Source: an optimization exercise on an open RTL-to-GDS flow (aim: small area and a short achievable clock period). Production flows keep margins and buffers that such runs may drop.
Where RTL was checked, it was by simulation tests only, not by an equivalence proof against the original.

==> build 2 <==
==> flow/design.v <==
package mdu_pkg;
  localparam logic [2:0] OP_MULT  = 3'd0;
  localparam logic [2:0] OP_MULTU = 3'd1;
  localparam logic [2:0] OP_DIV   = 3'd2;
  localparam logic [2:0] OP_DIVU  = 3'd3;
  localparam logic [2:0] OP_MTHI  = 3'd4;
  localparam logic [2:0] OP_MTLO  = 3'd5;
  localparam logic [2:0] OP_MFHI  = 3'd6;
  localparam logic [2:0] OP_MFLO  = 3'd7;
  localparam int unsigned MULT_CYCLES_DEF = 5;
  localparam int unsigned DIV_CYCLES_DEF  = 10;
  typedef enum logic [1:0] {
    ST_IDLE,
    ST_MUL_BUSY,
    ST_DIV_BUSY
  } mdu_state_e;
  function automatic logic op_is_multi(
    input logic [2:0] op
  );
    op_is_multi = ~op[2];
  endfunction
endpackage
module mdu_step (
  input  logic [34:0] x,
  input  logic [32:0] m,
  input  logic        one,
  input  logic        two,
  input  logic        inv,
  input  logic        cin,
  output logic [34:0] s
);
  logic [34:0] m1;
  logic [34:0] m2;
  logic [34:0] y;
  assign m1 = {{2{m[32]}}, m};
  assign m2 = {m[32], m, 1'b0};
  assign y  = (({35{one}} & m1) | ({35{two}} & m2)) ^ {35{inv}};
  localparam int L = 17;
  logic [L:0]  c;
  logic [34:L] t;
  logic [35:L] d;
  logic [34:L] g;
  assign c[0] = cin;
  for (genvar i = 0; i < L; i++) begin : g_lo
    assign s[i]   = x[i] ^ y[i] ^ c[i];
    assign c[i+1] = (x[i] & y[i]) | (c[i] & (x[i] ^ y[i]));
  end
  assign d[L] = 1'b0;
  assign g[L] = 1'b1;
  for (genvar i = L; i < 35; i++) begin : g_hi
    assign t[i]   = x[i] ^ y[i] ^ d[i];
    assign d[i+1] = (x[i] & y[i]) | (d[i] & (x[i] ^ y[i]));
    if (i > L) begin : g_g
      assign g[i] = g[i-1] & t[i-1];
    end
    assign s[i]   = t[i] ^ (c[L] & g[i]);
  end
endmodule
module mdu_ctrl #(
  parameter int unsigned MULT_CYCLES = mdu_pkg::MULT_CYCLES_DEF,
  parameter int unsigned DIV_CYCLES  = mdu_pkg::DIV_CYCLES_DEF
) (
  input  logic        clk,
  input  logic        reset,
  input  logic        start,
  input  logic [2:0]  op,
  input  logic [31:0] rs_val,
  input  logic [31:0] rt_val,
  input  logic        md_req,
  output logic        busy,
  output logic        stall,
  output logic [31:0] hi,
  output logic [31:0] lo,
  output logic [31:0] mdu_out
);
  localparam logic [3:0] MUL_LOAD = 4'(MULT_CYCLES - 1);
  localparam logic [3:0] DIV_LOAD = 4'(DIV_CYCLES - 1);
  logic [3:0]  cnt;      
  logic        mdiv;     
  logic        aflag;    
  logic        yprev;    
  logic [32:0] bm;       
  logic [32:0] ahi;      
  logic [31:0] alo;      
  logic ph_first;        
  logic ph_mul;          
  logic ph_div;          
  logic ph_fix;          
  logic ph_last;         
  logic ph_negr;         
  logic start_op;
  logic [3:0] cnt_n;
  logic busy_n;
  logic mdiv_n;
  logic negq;
  logic abs_rs;
  logic [34:0] x    [1:4];
  logic [34:0] s    [1:4];
  logic        one  [1:4];
  logic        two  [1:4];
  logic        inv  [1:4];
  logic        dlink[1:3];    
  logic [3:0]  q;
  logic [34:0] x1_raw;
  assign start_op = start & ~op[2];
  assign negq     = aflag ^ bm[32];
  assign abs_rs   = (op == mdu_pkg::OP_DIV) & rs_val[31];
  assign stall   = md_req & (busy | (start & mdu_pkg::op_is_multi(op)));
  assign mdu_out = (op == mdu_pkg::OP_MFHI) ? hi : lo;
  assign busy_n = busy ? ~ph_last : start_op;
  assign mdiv_n = busy ? mdiv : op[1];
  assign cnt_n  = busy ? cnt - 4'd1 : (op[1] ? DIV_LOAD : MUL_LOAD);
  always_ff @(posedge clk or negedge reset) begin
    if (!reset) begin
      busy     <= 1'b0;
      ph_first <= 1'b0;
      ph_mul   <= 1'b0;
      ph_div   <= 1'b0;
      ph_fix   <= 1'b0;
      ph_last  <= 1'b0;
      ph_negr  <= 1'b0;
    end else begin
      busy     <= busy_n;
      ph_first <= ~busy & start_op;
      ph_mul   <= busy_n & ~mdiv_n & (cnt_n != 4'd0);
      ph_div   <= busy_n & mdiv_n & (cnt_n > 4'd1);
      ph_fix   <= busy_n & mdiv_n & (cnt_n == 4'd1);
      ph_last  <= busy_n & (cnt_n == 4'd0);
      ph_negr  <= busy_n & mdiv_n & (cnt_n == 4'd0) & aflag;
    end
  end
  always_comb begin
    for (int k = 1; k <= 4; k++) begin
      logic b2, b1, b0, sub;
      b2 = alo[2*k-1];
      b1 = alo[2*k-2];
      b0 = (k == 1) ? yprev : alo[2*k-3];
      if (k == 1) sub = ph_first | ~ahi[32];
      else        sub = ~s[k-1][34];
      one[k] = 1'b0;
      two[k] = 1'b0;
      inv[k] = 1'b0;
      if (ph_mul) begin
        one[k] = b1 ^ b0;
        two[k] = (b2 & ~b1 & ~b0) | (~b2 & b1 & b0);
        inv[k] = b2 & ~(b1 & b0);
      end else if (ph_div) begin
        one[k] = 1'b1;
        inv[k] = sub ^ bm[32];
      end else if (ph_fix && k == 4) begin
        one[k] = ahi[32];
        inv[k] = ahi[32] & bm[32];
      end else if (ph_last && !mdiv && k == 1) begin
        one[k] = aflag;
      end
      if (k < 4) dlink[k] = mdiv & ~(ph_fix & (k == 3));
    end
  end
  always_comb begin
    logic [32:0] h;
    h = ph_first ? 33'd0 : ahi;
    if (ph_div) x1_raw = {h[32], h[32:0], alo[31]};
    else        x1_raw = {{2{h[32]}}, h};
  end
  assign x[1] = x1_raw ^ {35{ph_negr}};
  for (genvar k = 1; k <= 4; k++) begin : g_step
    mdu_step u_step (
      .x   (x[k]),
      .m   (bm),
      .one (one[k]),
      .two (two[k]),
      .inv (inv[k]),
      .cin ((k == 1) ? (inv[1] | ph_negr) : inv[k]),
      .s   (s[k])
    );
    assign q[4-k] = ~s[k][34];
    if (k < 4) begin : g_link
      assign x[k+1] = dlink[k] ? {s[k][33:0], alo[31-k]}
                               : {{2{s[k][34]}}, s[k][34:2]};
    end
  end
  always_ff @(posedge clk) begin
    cnt  <= cnt_n;
    mdiv <= mdiv_n;
    if (!busy) begin
      bm    <= {~op[0] & rt_val[31], rt_val};
      aflag <= rs_val[31] & (op[1] ^ op[0]);
    end
    yprev <= busy & alo[7];
  end
  always_ff @(posedge clk) begin
    ahi <= mdiv ? s[4][32:0] : s[4][34:2];
  end
  always_ff @(posedge clk) begin
    if (ph_mul)      alo <= {s[4][1:0], s[3][1:0], s[2][1:0], s[1][1:0], alo[31:8]};
    else if (ph_div) alo <= {alo[27:0], q};
    else             alo <= neg_out;
  end
  logic [31:0] neg_in;
  logic        neg_en;
  logic [31:0] neg_out;
  assign neg_in = busy ? alo : rs_val;
  assign neg_en = busy ? (ph_fix & negq) : abs_rs;
  always_comb begin
    logic any;
    any = 1'b0;
    for (int i = 0; i < 32; i++) begin
      neg_out[i] = neg_in[i] ^ (neg_en & any);
      any = any | neg_in[i];
    end
  end
  always_ff @(posedge clk or negedge reset) begin
    if (!reset) begin
      hi <= '0;
      lo <= '0;
    end else if (!busy) begin
      if (start & (op == mdu_pkg::OP_MTHI)) hi <= neg_out;
      if (start & (op == mdu_pkg::OP_MTLO)) lo <= neg_out;
    end else if (ph_last) begin
      if (!mdiv || (bm[31:0] != 32'd0)) begin
        hi <= s[1][31:0];
        lo <= neg_out;
      end
    end
  end
endmodule
==> flow/flow/run.sh <==
#!/bin/bash
# The standard ORFS layout (the standard.sh), except that the port
# buffers are sky130_fd_sc_hd__buf_1 cells instead of buffer_ports' default
# pick. The make output goes to flow_make.log here; ORFS keeps each step's
# log under orfs/logs/.
set -euo pipefail
export BUFFER_PORTS_ARGS="-buffer_cell sky130_fd_sc_hd__buf_1"
bash standard.sh > flow_make.log 2>&1
==> flow/standard.sh <==
#!/bin/bash
# synth_recipe.tcl (not shown) runs the flow's synth.tcl, then flattens the netlist and writes it again
# the make line also repeats each setting of config.mk as NAME=value (left out here)
make -C /OpenROAD-flow-scripts/flow DESIGN_CONFIG=/design/flow/config.mk WORK_HOME=/design/flow/orfs CLKGATE_MAP_FILE= SYNTH_SCRIPT=/design/flow/synth_recipe.tcl "${@:-finish}"
==> flow/config.mk <==
export PLATFORM = sky130hd
export DESIGN_NAME = mdu_ctrl
export DESIGN_NICKNAME = mdu_ctrl
export VERILOG_FILES = /design/flow/design.v
export SDC_FILE = /design/flow/constraint.sdc
export NUM_CORES = 4
export LEC_CHECK = 0
export ABC_AREA = 1
export CAP_MARGIN = 20
export CORE_MARGIN = 2
export CORE_UTILIZATION = 40
export SLEW_MARGIN = 20
==> flow/constraint.sdc <==
create_clock -name core_clock -period 105.0 [get_ports {clk}]
set_input_delay 21.0000 -clock core_clock [delete_from_list [all_inputs] [get_ports {clk}]]
set_output_delay 21.0000 -clock core_clock [all_outputs]
set_load 0.01 [all_outputs]
==> trial 30: changes against build 2 <==
==> flow/design.v, changed modules only <==
module mdu_ctrl #(
  parameter int unsigned MULT_CYCLES = mdu_pkg::MULT_CYCLES_DEF,
  parameter int unsigned DIV_CYCLES  = mdu_pkg::DIV_CYCLES_DEF
) (
  input  logic        clk,
  input  logic        reset,
  input  logic        start,
  input  logic [2:0]  op,
  input  logic [31:0] rs_val,
  input  logic [31:0] rt_val,
  input  logic        md_req,
  output logic        busy,
  output logic        stall,
  output logic [31:0] hi,
  output logic [31:0] lo,
  output logic [31:0] mdu_out
);
  localparam logic [3:0] MUL_LOAD = 4'(MULT_CYCLES - 1);
  localparam logic [3:0] DIV_LOAD = 4'(DIV_CYCLES - 1);
  logic [3:0]  cnt;
  logic        mdiv;     
  logic        aflag;    
  logic        yprev;    
  logic [32:0] bm;       
  logic [32:0] ahi;      
  logic [31:0] alo;      
  logic start_mul;
  logic start_div;
  logic last;
  logic negq;
  logic div_step;
  logic [34:0] x   [1:4];
  logic [34:0] s   [1:4];
  logic        one [1:4];
  logic        two [1:4];
  logic        neg [1:4];
  logic        cin1;
  logic [3:0]  q;
  logic [31:0] r   [1:4];
  logic [31:0] rs_abs;
  assign start_mul = ~busy & start & (op[2:1] == 2'b00);
  assign start_div = ~busy & start & (op[2:1] == 2'b01);
  assign last      = (cnt == 4'd0);
  assign negq      = aflag ^ bm[32];
  assign div_step  = mdiv & (cnt > 4'd1);
  assign stall   = md_req & (busy | (start & mdu_pkg::op_is_multi(op)));
  assign mdu_out = (op == mdu_pkg::OP_MFHI) ? hi : lo;
  always_comb begin
    for (int k = 1; k <= 4; k++) begin
      logic b2, b1, b0;
      b2 = alo[2*k-1];
      b1 = alo[2*k-2];
      b0 = (k == 1) ? yprev : alo[2*k-3];
      if (mdiv) begin
        one[k] = div_step;
        two[k] = 1'b0;
        neg[k] = div_step & ~bm[32];
      end else if (last) begin
        one[k] = aflag;
        two[k] = 1'b0;
        neg[k] = 1'b0;
      end else begin
        one[k] = b1 ^ b0;
        two[k] = (b2 & ~b1 & ~b0) | (~b2 & b1 & b0);
        neg[k] = b2 & ~(b1 & b0);
      end
    end
  end
  always_comb begin
    cin1 = neg[1];
    if (!mdiv) begin
      x[1] = {{2{ahi[32]}}, ahi};
    end else if (div_step) begin
      x[1] = {2'b00, ahi[31:0], alo[31]};
    end else if (!last) begin
      x[1] = {3'b000, alo ^ {32{negq}}};
      cin1 = negq;
    end else begin
      x[1] = {3'b000, ahi[31:0] ^ {32{aflag}}};
      cin1 = aflag;
    end
  end
  for (genvar k = 1; k <= 4; k++) begin : g_step
    mdu_step u_step (
      .x   (x[k]),
      .m   (bm),
      .one (one[k]),
      .two (two[k]),
      .inv (neg[k]),
      .cin ((k == 1) ? cin1 : neg[k]),
      .s   (s[k])
    );
    assign q[4-k] = ~s[k][34];
    assign r[k]   = q[4-k] ? s[k][31:0] : x[k][31:0];
    if (k < 4) begin : g_link
      assign x[k+1] = mdiv ? {2'b00, r[k], alo[31-k]}
                           : {{2{s[k][34]}}, s[k][34:2]};
    end
  end
  assign rs_abs = (op[1] & ~op[0] & rs_val[31]) ? -rs_val : rs_val;
  always_ff @(posedge clk) begin
    if (!busy) begin
      bm    <= {~op[0] & rt_val[31], rt_val};
      ahi   <= '0;
      alo   <= rs_abs;
      yprev <= 1'b0;
      mdiv  <= op[1];
      aflag <= rs_val[31] & (op[1] ^ op[0]);
      cnt   <= op[1] ? DIV_LOAD : MUL_LOAD;
    end else begin
      cnt <= cnt - 4'd1;
      if (mdiv) begin
        if (div_step) begin
          ahi <= {1'b0, r[4]};
          alo <= {alo[27:0], q};
        end else if (!last) begin
          alo <= s[1][31:0];
        end
      end else begin
        ahi   <= s[4][34:2];
        alo   <= {s[4][1:0], s[3][1:0], s[2][1:0], s[1][1:0], alo[31:8]};
        yprev <= alo[7];
      end
    end
  end
  always_ff @(posedge clk or negedge reset) begin
    if (!reset) begin
      busy <= 1'b0;
      hi   <= '0;
      lo   <= '0;
    end else if (!busy) begin
      if (start_mul | start_div) busy <= 1'b1;
      if (start & (op == mdu_pkg::OP_MTHI)) hi <= rs_val;
      if (start & (op == mdu_pkg::OP_MTLO)) lo <= rs_val;
    end else if (last) begin
      busy <= 1'b0;
      if (!mdiv || (bm[31:0] != 32'd0)) begin
        hi <= s[1][31:0];
        lo <= alo;
      end
    end
  end
endmodule
==> flow/run.sh (new file) <==
#!/bin/bash
# synth_recipe.tcl (not shown) runs the flow's synth.tcl, then flattens the netlist and writes it again
# the make line also repeats each setting of config.mk as NAME=value (left out here)
make -C /OpenROAD-flow-scripts/flow DESIGN_CONFIG=/design/flow/config.mk WORK_HOME=/design/flow/orfs CLKGATE_MAP_FILE= SYNTH_SCRIPT=/design/flow/synth_recipe.tcl finish
- ABC_AREA: 1 -> not set
removed: flow/flow/run.sh
removed: flow/standard.sh
==> trial 55: changes against build 2 <==
==> flow/design.v, changed modules only <==
module mdu_ctrl #(
  parameter int unsigned MULT_CYCLES = mdu_pkg::MULT_CYCLES_DEF,
  parameter int unsigned DIV_CYCLES  = mdu_pkg::DIV_CYCLES_DEF
) (
  input  logic        clk,
  input  logic        reset,
  input  logic        start,
  input  logic [2:0]  op,
  input  logic [31:0] rs_val,
  input  logic [31:0] rt_val,
  input  logic        md_req,
  output logic        busy,
  output logic        stall,
  output logic [31:0] hi,
  output logic [31:0] lo,
  output logic [31:0] mdu_out
);
  localparam logic [3:0] MUL_LOAD = 4'(MULT_CYCLES - 1);
  localparam logic [3:0] DIV_LOAD = 4'(DIV_CYCLES - 1);
  logic [3:0]  cnt;
  logic        mdiv;     
  logic        aflag;    
  logic        yprev;    
  logic [32:0] bm;       
  logic [32:0] ahi;      
  logic [31:0] alo;      
  logic first;           
  logic last;            
  logic mul_step;        
  logic div_step;        
  logic div_fix;         
  logic negq;
  logic abs_rs;          
  logic [34:0] x    [1:4];
  logic [34:0] s    [1:4];
  logic        one  [1:4];
  logic        two  [1:4];
  logic        inv  [1:4];
  logic        cin  [1:4];
  logic        dlink[1:3];    
  logic [3:0]  q;
  logic        m1;            
  logic [34:0] x1_raw;
  assign first    = busy & (cnt == (mdiv ? DIV_LOAD : MUL_LOAD));
  assign last     = busy & (cnt == 4'd0);
  assign mul_step = busy & ~mdiv & (cnt != 4'd0);
  assign div_step = busy & mdiv & (cnt > 4'd1);
  assign div_fix  = busy & mdiv & (cnt == 4'd1);
  assign negq     = aflag ^ bm[32];
  assign abs_rs   = (op == mdu_pkg::OP_DIV) & rs_val[31];
  assign stall   = md_req & (busy | (start & mdu_pkg::op_is_multi(op)));
  assign mdu_out = (op == mdu_pkg::OP_MFHI) ? hi : lo;
  always_comb begin
    for (int k = 1; k <= 4; k++) begin
      logic b2, b1, b0, sub;
      b2 = alo[2*k-1];
      b1 = alo[2*k-2];
      b0 = (k == 1) ? yprev : alo[2*k-3];
      if (k == 1) sub = first | ~ahi[32];
      else        sub = ~s[k-1][34];
      one[k] = 1'b0;
      two[k] = 1'b0;
      inv[k] = 1'b0;
      if (mul_step) begin
        one[k] = b1 ^ b0;
        two[k] = (b2 & ~b1 & ~b0) | (~b2 & b1 & b0);
        inv[k] = b2 & ~(b1 & b0);
      end else if (div_step) begin
        one[k] = 1'b1;
        inv[k] = sub ^ bm[32];
      end else if (div_fix && k == 4) begin
        one[k] = ahi[32];
        inv[k] = ahi[32] & bm[32];
      end else if (busy && !mdiv && k == 1) begin
        one[k] = aflag;
      end
      cin[k] = inv[k];
      if (k < 4) dlink[k] = mdiv & ~(div_fix & (k == 3));
    end
    m1 = mdiv & last & aflag;
  end
  always_comb begin
    logic [32:0] h;
    h = first ? 33'd0 : ahi;
    if (div_step) x1_raw = {h[32], h[32:0], alo[31]};
    else               x1_raw = {{2{h[32]}}, h};
  end
  assign x[1] = x1_raw ^ {35{m1}};
  for (genvar k = 1; k <= 4; k++) begin : g_step
    mdu_step u_step (
      .x   (x[k]),
      .m   (bm),
      .one (one[k]),
      .two (two[k]),
      .inv (inv[k]),
      .cin ((k == 1) ? (cin[1] | m1) : cin[k]),
      .s   (s[k])
    );
    assign q[4-k] = ~s[k][34];
    if (k < 4) begin : g_link
      assign x[k+1] = dlink[k] ? {s[k][33:0], alo[31-k]}
                               : {{2{s[k][34]}}, s[k][34:2]};
    end
  end
  always_ff @(posedge clk) begin
    if (!busy) begin
      bm    <= {~op[0] & rt_val[31], rt_val};
      yprev <= 1'b0;
      mdiv  <= op[1];
      aflag <= rs_val[31] & (op[1] ^ op[0]);
      cnt   <= op[1] ? DIV_LOAD : MUL_LOAD;
    end else begin
      cnt   <= cnt - 4'd1;
      yprev <= alo[7];
    end
  end
  always_ff @(posedge clk) begin
    if (mul_step)      alo <= {s[4][1:0], s[3][1:0], s[2][1:0], s[1][1:0], alo[31:8]};
    else if (div_step) alo <= {alo[27:0], q};
    else               alo <= neg_out;
  end
  always_ff @(posedge clk) begin
    ahi <= mdiv ? s[4][32:0] : s[4][34:2];
  end
  logic [31:0] neg_in;
  logic        neg_en;
  logic [31:0] neg_out;
  assign neg_in = busy ? alo : rs_val;
  assign neg_en = busy ? (div_fix & negq) : abs_rs;
  always_comb begin
    logic any;
    any = 1'b0;
    for (int i = 0; i < 32; i++) begin
      neg_out[i] = neg_in[i] ^ (neg_en & any);
      any = any | neg_in[i];
    end
  end
  always_ff @(posedge clk or negedge reset) begin
    if (!reset) begin
      busy <= 1'b0;
      hi   <= '0;
      lo   <= '0;
    end else if (!busy) begin
      if (start & ~op[2]) busy <= 1'b1;
      if (start & (op == mdu_pkg::OP_MTHI)) hi <= neg_out;
      if (start & (op == mdu_pkg::OP_MTLO)) lo <= neg_out;
    end else if (last) begin
      busy <= 1'b0;
      if (!mdiv || (bm[31:0] != 32'd0)) begin
        hi <= s[1][31:0];
        lo <= neg_out;
      end
    end
  end
endmodule
==> summary.md <==
| Metric | Value |
|---|---|
| Outcome | `timing/DRC/antenna clean` |
| Mux cell area share after synthesis | `0.09820` |
| Tapcell Cnt | `between 600 and 700` |
| CLK BUF | `18` |
| Multi-input combinational area share | `0.6438` |
| CP Depth | `7` |
| CP Cell Sequence | `clkdlybuf4s50_1, inv_1, ha_1, nand2_1, buf_4, mux2_2, clkdlybuf4s50_1` |
| Inverter count | `47` |
| Clk latency of the worst-skew pair | `between 500 and 600 ps` |
| Post-Synth Simple-Gate Area | `0.1412` |
the above is filed under trial 30

==> summary.md <==
| Metric | Value |
|---|---|
| Cell taking the most area after synthesis | `fa_1` |
| Inverter count | `305` |
| Post-Synth Simple-Gate Area | `0.1637` |
| CP Depth | `6` |
| ClkCell Share | `0.03183` |
| Most common cell after layout, fill and taps aside | `nand2_1` |
| Mux cell area share after synthesis | `0.007219` |
| GPL Wtd Cong | `0.8779` |
| Clk latency of the worst-skew pair | `490 ps` |
| Tapcell Cnt | `539` |
| Outcome | `timing/DRC/antenna clean` |
the above is filed under build 2

==> summary.md <==
| Metric | Value |
|---|---|
| Multi-input combinational area share | `0.6131` |
| CP Cell Sequence | `buf_1, inv_1, ha_1, nand2_2, mux2_2, buf_1` |
| Post-Synth Simple-Gate Area | `0.1938` |
| CP max FO | `62` |
| Outcome | `timing/DRC/antenna clean` |
| Tapcell Cnt | `between 500 and 600` |
| CP Depth | `6` |
| Mux cell area share after synthesis | `0.007280` |
| Clk latency of the worst-skew pair | `roughly 520 ps` |
the above is filed under trial 55

Only the layout flow was run in build 2 and trial 55; the RTL was not checked for function there.

-- afterwards: timing with drivers on the ports --
Ports are ideal in the flow. The routed layouts listed here were re-timed in OpenROAD. Step 1: set_driving_cell puts a clkbuf_16 on clk and a buf_2 on each other input, an assumption about the parent block. Step 2 times the ports against the registers' clock, not the clock port: input delays grow and output delays shrink by t, the midpoint of the rising clock arrivals with the driver on. Three values: no drivers, after step 1, after step 2; two values: the first two.
run | t (ns) | slack for setup (ns) | worst slew at a driven data input, ns
build 2 | 0.532 | 61.318 / 61.297 / 61.297 | 0.07
trial 30 | 0.570 | 60.793 / 60.765 / 60.765 | 0.06
trial 55 | 0.568 | 61.257 / 61.236 / 61.236 | 0.05
After both steps setup and hold are still met in every run listed. For trial 30, which loses most, drivers alone change the setup slack by -0.028 ns; drivers and shift together by -0.028 ns.
